Source: an optimization exercise on an open RTL-to-GDS flow (aim: small area, a short achievable clock period and few clock cycles). Production flows keep margins and buffers that such runs may drop. Only simulation tests tie the RTL to the original design; equivalence was not proved. Power figures rest on the tool's default switching activity, not on a simulated workload.

rev 12:
==> module ap_top, before the edit <==
module ap_top
(
  input  logic                     clock,
  input  logic                     rst,
  input  logic                     req_write,
  input  logic [1:0]               req_col,
  input  logic [4-1:0]  req_row,
  input  logic [8-1:0] req_data,
  input  logic                     req_valid,
  output logic                     req_ready,
  output logic [9-1:0]  rsp_data,
  output logic                     rsp_valid,
  input  logic [2:0]               op,
  input  logic                     op_valid,
  output logic                     op_ready,
  output logic                     op_done
);
  localparam int ROWS = 16;
  localparam int W    = 8;
  localparam int CW   = 9;
  logic [W-1:0]  mem_a [ROWS];
  logic [W-1:0]  mem_b [ROWS];
  logic [CW-1:0] mem_c [ROWS];
  logic [ROWS-1:0] lazy;           
  logic [3:0] tt_q;
  logic       add_q;
  logic in_op;
  logic idle;
  logic                    pend;
  logic                    pend_held;
  logic [4-1:0] pend_row;
  logic [CW-1:0]           hold_q;
  logic [CW-1:0]           pend_val;
  logic [CW-1:0] rsp_q;
  logic accept, wr, rd, wr_a, wr_b, wr_c, op_acc, mat_now, defer, fwd;
  logic [ROWS-1:0] rsel;
  logic [W-1:0]  a_r;
  logic [W-1:0]  b_r;
  logic [CW-1:0] c_r;
  logic          lz_r;
  logic          use_alu;
  logic [CW-1:0] alu;
  logic [CW-1:0] other;
  logic [CW-1:0] rsp_d;
  logic [CW-1:0] wd;
  logic [3:0]    tt_d;
  assign req_ready = idle;
  assign op_ready  = idle && !req_valid;
  assign op_done   = in_op;
  assign rsp_data  = rsp_q;
  assign accept = req_valid && idle;
  assign wr     = accept && req_write;
  assign rd     = accept && !req_write;
  assign wr_a   = wr && (req_col == 2'd0);
  assign wr_b   = wr && (req_col == 2'd1);
  assign wr_c   = wr && (req_col == 2'd2);
  assign op_acc = op_valid && idle && !req_valid && !rst;
  assign defer    = pend && wr_c;
  assign mat_now  = pend && !wr_c;
  assign pend_val = pend_held ? hold_q : rsp_q;
  assign rsel = ROWS'(1) << req_row;
  logic [3:0]    lo_sel;
  logic [3:0]    hi_sel;
  logic [W-1:0]  ga [4];
  logic [W-1:0]  gb [4];
  logic [CW-1:0] gc [4];
  logic [3:0]    gl;
  assign lo_sel = 4'(1) << req_row[1:0];
  assign hi_sel = 4'(1) << req_row[3:2];
  always_comb begin
    a_r  = '0;
    b_r  = '0;
    c_r  = '0;
    lz_r = 1'b0;
    for (int g = 0; g < 4; g++) begin
      ga[g] = '0;
      gb[g] = '0;
      gc[g] = '0;
      gl[g] = 1'b0;
      for (int j = 0; j < 4; j++) begin
        ga[g] = ga[g] | ({W{lo_sel[j]}}  & mem_a[4*g+j]);
        gb[g] = gb[g] | ({W{lo_sel[j]}}  & mem_b[4*g+j]);
        gc[g] = gc[g] | ({CW{lo_sel[j]}} & mem_c[4*g+j]);
        gl[g] = gl[g] | (lo_sel[j] & lazy[4*g+j]);
      end
      a_r  = a_r  | ({W{hi_sel[g]}}  & ga[g]);
      b_r  = b_r  | ({W{hi_sel[g]}}  & gb[g]);
      c_r  = c_r  | ({CW{hi_sel[g]}} & gc[g]);
      lz_r = lz_r | (hi_sel[g] & gl[g]);
    end
  end
  logic [W-1:0] g0, p0, g1, p1, g2, p2, g3;
  logic [W:0]   cy;
  always_comb begin
    g0 = a_r & b_r;
    p0 = a_r | b_r;
    for (int i = 0; i < W; i++) begin
      g1[i] = (i >= 1) ? (g0[i] | (p0[i] & g0[i-1])) : g0[i];
      p1[i] = (i >= 1) ? (p0[i] & p0[i-1]) : p0[i];
    end
    for (int i = 0; i < W; i++) begin
      g2[i] = (i >= 2) ? (g1[i] | (p1[i] & g1[i-2])) : g1[i];
      p2[i] = (i >= 2) ? (p1[i] & p1[i-2]) : p1[i];
    end
    for (int i = 0; i < W; i++) begin
      g3[i] = (i >= 4) ? (g2[i] | (p2[i] & g2[i-4])) : g2[i];
    end
    cy = {g3, 1'b0};
    for (int i = 0; i < W; i++) begin
      alu[i] = tt_q[{a_r[i], b_r[i]}] ^ (add_q & cy[i]);
    end
    alu[W] = add_q & cy[W];
  end
  always_comb begin
    case (op)
      3'd0:    tt_d = 4'b1110;
      3'd1:    tt_d = 4'b0110;
      3'd2:    tt_d = 4'b1000;
      3'd3:    tt_d = 4'b0011;
      3'd4:    tt_d = 4'b0110;
      default: tt_d = 4'b0000;
    endcase
  end
  assign fwd     = pend && (pend_row == req_row);
  assign use_alu = lz_r && (req_write || req_col[1]);
  always_comb begin
    if (!req_write && (req_col == 2'd0))      other = CW'(a_r);
    else if (!req_write && (req_col == 2'd1)) other = CW'(b_r);
    else if (fwd)                             other = pend_val;
    else                                      other = c_r;
  end
  assign rsp_d = use_alu ? alu : other;
  always_ff @(posedge clock) begin
    if (rst) begin
      in_op     <= 1'b0;
      idle      <= 1'b1;
      rsp_valid <= 1'b0;
    end else begin
      in_op     <= op_acc;
      idle      <= !op_acc;
      rsp_valid <= rd;
    end
  end
  always_ff @(posedge clock) begin
    if (op_acc) begin
      tt_q  <= tt_d;
      add_q <= (op == 3'd4);
    end
  end
  always_ff @(posedge clock) begin
    if ((wr_a || wr_b) && lz_r) begin
      pend     <= 1'b1;
      pend_row <= req_row;
    end else if (!(defer && (req_row != pend_row))) begin
      pend     <= 1'b0;
    end
    pend_held <= defer;
    hold_q    <= pend_val;
    rsp_q     <= rsp_d;
  end
  assign wd = wr_c ? CW'(req_data) : pend_val;
  for (genvar r = 0; r < ROWS; r++) begin : g_row
    always_ff @(posedge clock) begin
      if (wr_a && rsel[r]) mem_a[r] <= req_data;
      if (wr_b && rsel[r]) mem_b[r] <= req_data;
      if ((wr_c && rsel[r]) || (mat_now && (pend_row == r))) mem_c[r] <= wd;
    end
    always_ff @(posedge clock) begin
      if (op_acc) begin
        lazy[r] <= 1'b1;
      end else if (wr && rsel[r] && (req_col != 2'd3)) begin
        lazy[r] <= 1'b0;
      end
    end
  end
endmodule
Settings: LEC_CHECK=0, ABC_AREA=1, CAP_MARGIN=20, CORE_MARGIN=2, CORE_UTILIZATION=40, SETUP_SLACK_MARGIN=2.5, SLEW_MARGIN=20; clock period 5.0 ns.
run.sh (not shown) runs the stock make flow with config.mk's settings and CLKGATE_MAP_FILE= SYNTH_SCRIPT=/design/flow/synth_recipe.tcl, a recipe that flattens the netlist after the stock synthesis.
Testbench counts of rev 12, summed over its fixed seeds: cycles 2,696.
Input-level comparison between rev 13 and rev 12:
-- flow/design.v --
<<< rev 12, line 103
  assign op_done   = in_op;
  assign rsp_data  = rsp_q;
  assign accept = req_valid && idle;
  assign wr     = accept && req_write;
  assign rd     = accept && !req_write;
>>> rev 13, line 103
  assign op_done   = in_op;
  assign rsp_data  = rsp_q;
  assign accept = req_valid && idle && !rst;
  assign wr     = accept && req_write;
  assign rd     = accept && !req_write;
<<< rev 12, line 114
  assign pend_val = pend_held ? hold_q : rsp_q;
  assign rsel = ROWS'(1) << req_row;
  logic [3:0]    lo_sel;
  logic [3:0]    hi_sel;
  logic [W-1:0]  ga [4];
  logic [W-1:0]  gb [4];
  logic [CW-1:0] gc [4];
  logic [3:0]    gl;
  assign lo_sel = 4'(1) << req_row[1:0];
  assign hi_sel = 4'(1) << req_row[3:2];
  always_comb begin
    a_r  = '0;
>>> rev 13, line 114
  assign pend_val = pend_held ? hold_q : rsp_q;
  assign rsel = ROWS'(1) << req_row;
  always_comb begin
    a_r  = '0;
<<< rev 12, line 127
    c_r  = '0;
    lz_r = 1'b0;
    for (int g = 0; g < 4; g++) begin
      ga[g] = '0;
      gb[g] = '0;
      gc[g] = '0;
      gl[g] = 1'b0;
      for (int j = 0; j < 4; j++) begin
        ga[g] = ga[g] | ({W{lo_sel[j]}}  & mem_a[4*g+j]);
        gb[g] = gb[g] | ({W{lo_sel[j]}}  & mem_b[4*g+j]);
        gc[g] = gc[g] | ({CW{lo_sel[j]}} & mem_c[4*g+j]);
        gl[g] = gl[g] | (lo_sel[j] & lazy[4*g+j]);
      end
      a_r  = a_r  | ({W{hi_sel[g]}}  & ga[g]);
      b_r  = b_r  | ({W{hi_sel[g]}}  & gb[g]);
      c_r  = c_r  | ({CW{hi_sel[g]}} & gc[g]);
      lz_r = lz_r | (hi_sel[g] & gl[g]);
    end
  end
>>> rev 13, line 119
    c_r  = '0;
    lz_r = 1'b0;
    for (int r = 0; r < ROWS; r++) begin
      a_r  = a_r  | ({W{rsel[r]}}  & mem_a[r]);
      b_r  = b_r  | ({W{rsel[r]}}  & mem_b[r]);
      c_r  = c_r  | ({CW{rsel[r]}} & mem_c[r]);
      lz_r = lz_r | (rsel[r] & lazy[r]);
    end
  end
Findings:
A most common cell after layout, fill and taps aside of sky130_fd_sc_hd__nand2_1 is what rev 13 shows, while sky130_fd_sc_hd__edfxtp_1 belongs to rev 12. [rev 13] final period utilization rose 0.60 points relative to rev 12. Of rev 13 and rev 12, it is rev 13 that has the higher number of non-clock inverters. Diff rev 13 and rev 12: detailed placer's ending HPWL lower in rev 12. When rev 13 is measured against rev 12, its number of global-route vias before repair turns out 764 higher. Buffer share of cell area, rev 13 and rev 12: lower on rev 12. Between rev 13 and rev 12, placed cell count is lower for rev 12, rev 13 comes in above that. Of rev 13 and rev 12, the run reporting the higher post-route minimum period was rev 13. Internal power contribution shrinks slightly when moving from rev 12 to rev 13. Placed cell area: rev 12 vs rev 13 — no meaningful difference. Rev 13 vs. rev 12: final instance area grew by 2.5%; fraction of met1 tracks used by global routing now larger.
Testbench counts of rev 13, summed over its fixed seeds: cycles 2,696.


== JK ==
ap_top, a different RTL version from the one above (not shown whole).
Size: about 450 flip-flops, roughly 35 I/O pins, about 19000 um^2 of cells after synthesis.
==> module ap_top, before the edit <==
module ap_top
(
  input  logic                     clock,
  input  logic                     rst,
  input  logic                     req_write,
  input  logic [1:0]               req_col,
  input  logic [4-1:0]  req_row,
  input  logic [8-1:0] req_data,
  input  logic                     req_valid,
  output logic                     req_ready,
  output logic [9-1:0]  rsp_data,
  output logic                     rsp_valid,
  input  logic [2:0]               op,
  input  logic                     op_valid,
  output logic                     op_ready,
  output logic                     op_done
);
  localparam int ROWS = 16;
  localparam int W    = 8;
  localparam int CW   = 9;
  logic [W-1:0]  mem_a [ROWS];
  logic [W-1:0]  mem_b [ROWS];
  logic [CW-1:0] mem_c [ROWS];
  logic [ROWS-1:0] lazy;           
  logic [3:0] tt_q;
  logic       add_q;
  logic in_op;
  logic idle;
  logic                    wq_v;
  logic                    wq_mat;
  logic [1:0]              wq_col;
  logic [4-1:0] wq_row;
  logic [W-1:0]            wq_data;
  logic [CW-1:0] rsp_q;
  logic accept, wr, rd, op_acc;
  logic wq_a, wq_b, wq_c;
  logic hit, mat_hit;
  logic [W-1:0]  a_r;
  logic [W-1:0]  b_r;
  logic [CW-1:0] c_r;
  logic          lz_r;
  logic          use_alu;
  logic [CW-1:0] alu;
  logic [CW-1:0] other;
  logic [CW-1:0] rsp_d;
  logic [CW-1:0] wd_c;
  logic [3:0]    tt_d;
  assign req_ready = idle;
  assign op_ready  = idle && !req_valid;
  assign op_done   = in_op;
  assign rsp_data  = rsp_q;
  assign accept = req_valid && idle;
  assign wr     = accept && req_write;
  assign rd     = accept && !req_write;
  assign op_acc = op_valid && idle && !req_valid && !rst;
  logic [3:0]    lo_sel;
  logic [3:0]    hi_sel;
  logic [W-1:0]  ga [4];
  logic [W-1:0]  gb [4];
  logic [CW-1:0] gc [4];
  logic [3:0]    gl;
  assign lo_sel = 4'(1) << req_row[1:0];
  assign hi_sel = 4'(1) << req_row[3:2];
  always_comb begin
    a_r  = '0;
    b_r  = '0;
    c_r  = '0;
    lz_r = 1'b0;
    for (int g = 0; g < 4; g++) begin
      ga[g] = '0;
      gb[g] = '0;
      gc[g] = '0;
      gl[g] = 1'b0;
      for (int j = 0; j < 4; j++) begin
        ga[g] = ga[g] | ({W{lo_sel[j]}}  & mem_a[4*g+j]);
        gb[g] = gb[g] | ({W{lo_sel[j]}}  & mem_b[4*g+j]);
        gc[g] = gc[g] | ({CW{lo_sel[j]}} & mem_c[4*g+j]);
        gl[g] = gl[g] | (lo_sel[j] & lazy[4*g+j]);
      end
      a_r  = a_r  | ({W{hi_sel[g]}}  & ga[g]);
      b_r  = b_r  | ({W{hi_sel[g]}}  & gb[g]);
      c_r  = c_r  | ({CW{hi_sel[g]}} & gc[g]);
      lz_r = lz_r | (hi_sel[g] & gl[g]);
    end
  end
  logic [W-1:0] g0, p0, g1, p1, g2, p2, g3;
  logic [W:0]   cy;
  always_comb begin
    g0 = a_r & b_r;
    p0 = a_r | b_r;
    for (int i = 0; i < W; i++) begin
      g1[i] = (i >= 1) ? (g0[i] | (p0[i] & g0[i-1])) : g0[i];
      p1[i] = (i >= 1) ? (p0[i] & p0[i-1]) : p0[i];
    end
    for (int i = 0; i < W; i++) begin
      g2[i] = (i >= 2) ? (g1[i] | (p1[i] & g1[i-2])) : g1[i];
      p2[i] = (i >= 2) ? (p1[i] & p1[i-2]) : p1[i];
    end
    for (int i = 0; i < W; i++) begin
      g3[i] = (i >= 4) ? (g2[i] | (p2[i] & g2[i-4])) : g2[i];
    end
    cy = {g3, 1'b0};
    for (int i = 0; i < W; i++) begin
      alu[i] = tt_q[{a_r[i], b_r[i]}] ^ (add_q & cy[i]);
    end
    alu[W] = add_q & cy[W];
  end
  always_comb begin
    case (op)
      3'd0:    tt_d = 4'b1110;
      3'd1:    tt_d = 4'b0110;
      3'd2:    tt_d = 4'b1000;
      3'd3:    tt_d = 4'b0011;
      3'd4:    tt_d = 4'b0110;
      default: tt_d = 4'b0000;
    endcase
  end
  assign hit     = wq_v && (wq_row == req_row);
  assign mat_hit = wq_mat && (wq_row == req_row);
  assign use_alu = (lz_r || mat_hit) && (req_write || req_col[1]);
  always_comb begin
    if (req_col == 2'd0)                 other = (hit && (wq_col == 2'd0)) ? CW'(wq_data) : CW'(a_r);
    else if (req_col == 2'd1)            other = (hit && (wq_col == 2'd1)) ? CW'(wq_data) : CW'(b_r);
    else if (hit && (wq_col == 2'd2))    other = CW'(wq_data);
    else                                 other = c_r;
  end
  assign rsp_d = use_alu ? alu : other;
  always_ff @(posedge clock) begin
    if (rst) begin
      in_op     <= 1'b0;
      idle      <= 1'b1;
      rsp_valid <= 1'b0;
    end else begin
      in_op     <= op_acc;
      idle      <= !op_acc;
      rsp_valid <= rd;
    end
  end
  always_ff @(posedge clock) begin
    if (op_acc) begin
      tt_q  <= tt_d;
      add_q <= (op == 3'd4);
    end
  end
  always_ff @(posedge clock) begin
    wq_v    <= wr;
    wq_mat  <= wr && !req_col[1] && lz_r;
    wq_col  <= req_col;
    wq_row  <= req_row;
    wq_data <= req_data;
    rsp_q   <= rsp_d;
  end
  assign wq_a = wq_v && (wq_col == 2'd0);
  assign wq_b = wq_v && (wq_col == 2'd1);
  assign wq_c = wq_v && (wq_col == 2'd2);
  assign wd_c = wq_mat ? rsp_q : CW'(wq_data);
  for (genvar r = 0; r < ROWS; r++) begin : g_row
    always_ff @(posedge clock) begin
      if (wq_a && (wq_row == r)) mem_a[r] <= wq_data;
      if (wq_b && (wq_row == r)) mem_b[r] <= wq_data;
      if ((wq_c || wq_mat) && (wq_row == r)) mem_c[r] <= wd_c;
    end
    always_ff @(posedge clock) begin
      if (op_acc) begin
        lazy[r] <= 1'b1;
      end else if (wr && (req_row == r) && (req_col != 2'd3)) begin
        lazy[r] <= 1'b0;
      end
    end
  end
endmodule
export LEC_CHECK = 0
export ABC_AREA = 1
export CAP_MARGIN = 20
export CORE_MARGIN = 2
export CORE_UTILIZATION = 40
export SETUP_SLACK_MARGIN = 2.6
export SLEW_MARGIN = 60
create_clock -name core_clock -period 5.0 [get_ports {clock}]
standard.sh (not shown) runs the stock make flow with config.mk's settings and CLKGATE_MAP_FILE= SYNTH_SCRIPT=/design/flow/synth_recipe.tcl, a recipe that flattens the netlist after the stock synthesis.
==> flow/flow/run.sh <==
#!/bin/bash
# The standard layout (standard.sh) with these settings changed:
# - ports are buffered with buf_4 rather than the delay-cell buffer that
#   buffer_ports picks by default (every port still gets its buffer);
# - gate sizing may change a cell's footprint (the platform holds it to the
#   same footprint by default), so timing repair can upsize weak drivers;
# - clock tree synthesis adds no dummy loads and clusters up to 24 sinks
#   within 80 um under each leaf buffer (ORFS's defaults otherwise).
# All of make's output goes to standard.log; ORFS's own logs stay in orfs/logs.
set -o pipefail
bash standard.sh MATCH_CELL_FOOTPRINT=0 \
  "BUFFER_PORTS_ARGS=-buffer_cell sky130_fd_sc_hd__buf_4" \
  "CTS_ARGS=-sink_clustering_enable -repair_clock_nets -dont_use_dummy_load -sink_clustering_size 24 -sink_clustering_max_diameter 80" \
  finish > standard.log 2>&1
The flow did not stop early for JK: all stages ran, and the layout cleared the timing, design-rule and antenna checks.
Testbench counts of JK, summed over its fixed seeds: cycles 2,696.
Input-level comparison between MS and JK:
-- flow/design.v --
<<< JK, line 95
  logic          lz_r;
  logic          use_alu;
  logic [CW-1:0] alu;
  logic [CW-1:0] other;
  logic [CW-1:0] rsp_d;
>>> MS, line 95
  logic          lz_r;
  logic          use_alu;
  logic [W:0]    cy;
  logic [CW-1:0] pre;
  logic          add_now;
  logic [CW-1:0] other;
  logic [CW-1:0] rsp_d;
<<< JK, line 105
  assign rsp_data  = rsp_q;
  assign accept = req_valid && idle;
  assign wr     = accept && req_write;
  assign rd     = accept && !req_write;
  assign op_acc = op_valid && idle && !req_valid && !rst;
>>> MS, line 107
  assign rsp_data  = rsp_q;
  assign accept = req_valid && idle;
  assign wr     = accept && req_write && !rst;
  assign rd     = accept && !req_write;
  assign op_acc = op_valid && idle && !req_valid && !rst;
<<< JK, line 139
  end
  logic [W-1:0] g0, p0, g1, p1, g2, p2, g3;
  logic [W:0]   cy;
  always_comb begin
    g0 = a_r & b_r;
>>> MS, line 141
  end
  logic [W-1:0] g0, p0, g1, p1, g2, p2, g3;
  always_comb begin
    g0 = a_r & b_r;
<<< JK, line 155
    end
    cy = {g3, 1'b0};
    for (int i = 0; i < W; i++) begin
      alu[i] = tt_q[{a_r[i], b_r[i]}] ^ (add_q & cy[i]);
    end
    alu[W] = add_q & cy[W];
  end
  always_comb begin
>>> MS, line 156
    end
    cy = {g3, 1'b0};
  end
  always_comb begin
<<< JK, line 179
    else                                 other = c_r;
  end
  assign rsp_d = use_alu ? alu : other;
  always_ff @(posedge clock) begin
    if (rst) begin
>>> MS, line 176
    else                                 other = c_r;
  end
  always_comb begin
    for (int i = 0; i < W; i++) begin
      pre[i] = use_alu ? tt_q[{a_r[i], b_r[i]}] : other[i];
    end
    pre[W] = use_alu ? 1'b0 : other[W];
  end
  assign add_now = use_alu && add_q;
  assign rsp_d   = pre ^ ({CW{add_now}} & cy);
  always_ff @(posedge clock) begin
    if (rst) begin
==> run notes <==
The lower sequential share of cell area came out of MS. MS ended up with a lower worst hold slack than JK did. JK -> MS: cell area increased slightly. MS against JK: total power now sits lower; final period demand of the worst path shows a reduction of 58 ps.
Testbench counts of MS, summed over its fixed seeds: cycles 2,696.

-- port drivers added, routing unchanged --
No port has a modelled driver above. Below, the same layouts with a new extraction and two added sets of constraints.
Step 1 (the two cells are an assumption about what drives the block):
set clk [get_ports {clock}]
set_driving_cell -lib_cell sky130_fd_sc_hd__clkbuf_16 $clk
set_driving_cell -lib_cell sky130_fd_sc_hd__buf_2 [delete_from_list [all_inputs] $clk]
Step 2 moves the port delays by t, midway between the first and last clock arrival at a register: inputs arrive t later, outputs are due t later. That takes back most of the time a late clock gives input paths.
Three values: ideal, step 1, step 2; two values: the first two.
run	t, ns	setup slack, ns	slew at the worst register clock pin (ns)	cell pins on the clock port's net
rev 12	0.635	2.420 / 2.402 / 1.767	0.06 / 0.06	1
rev 13	0.625	2.390 / 2.329 / 1.704	0.06 / 0.06	1
JK	0.621	2.515 / 2.417 / 1.796	0.10 / 0.10	1
MS	0.614	2.573 / 2.478 / 1.864	0.10 / 0.10	1
After both steps setup and hold are still met in every run listed. The setup slack of JK, which loses most, moves by -0.098 ns with the drivers and by -0.719 ns with both steps.
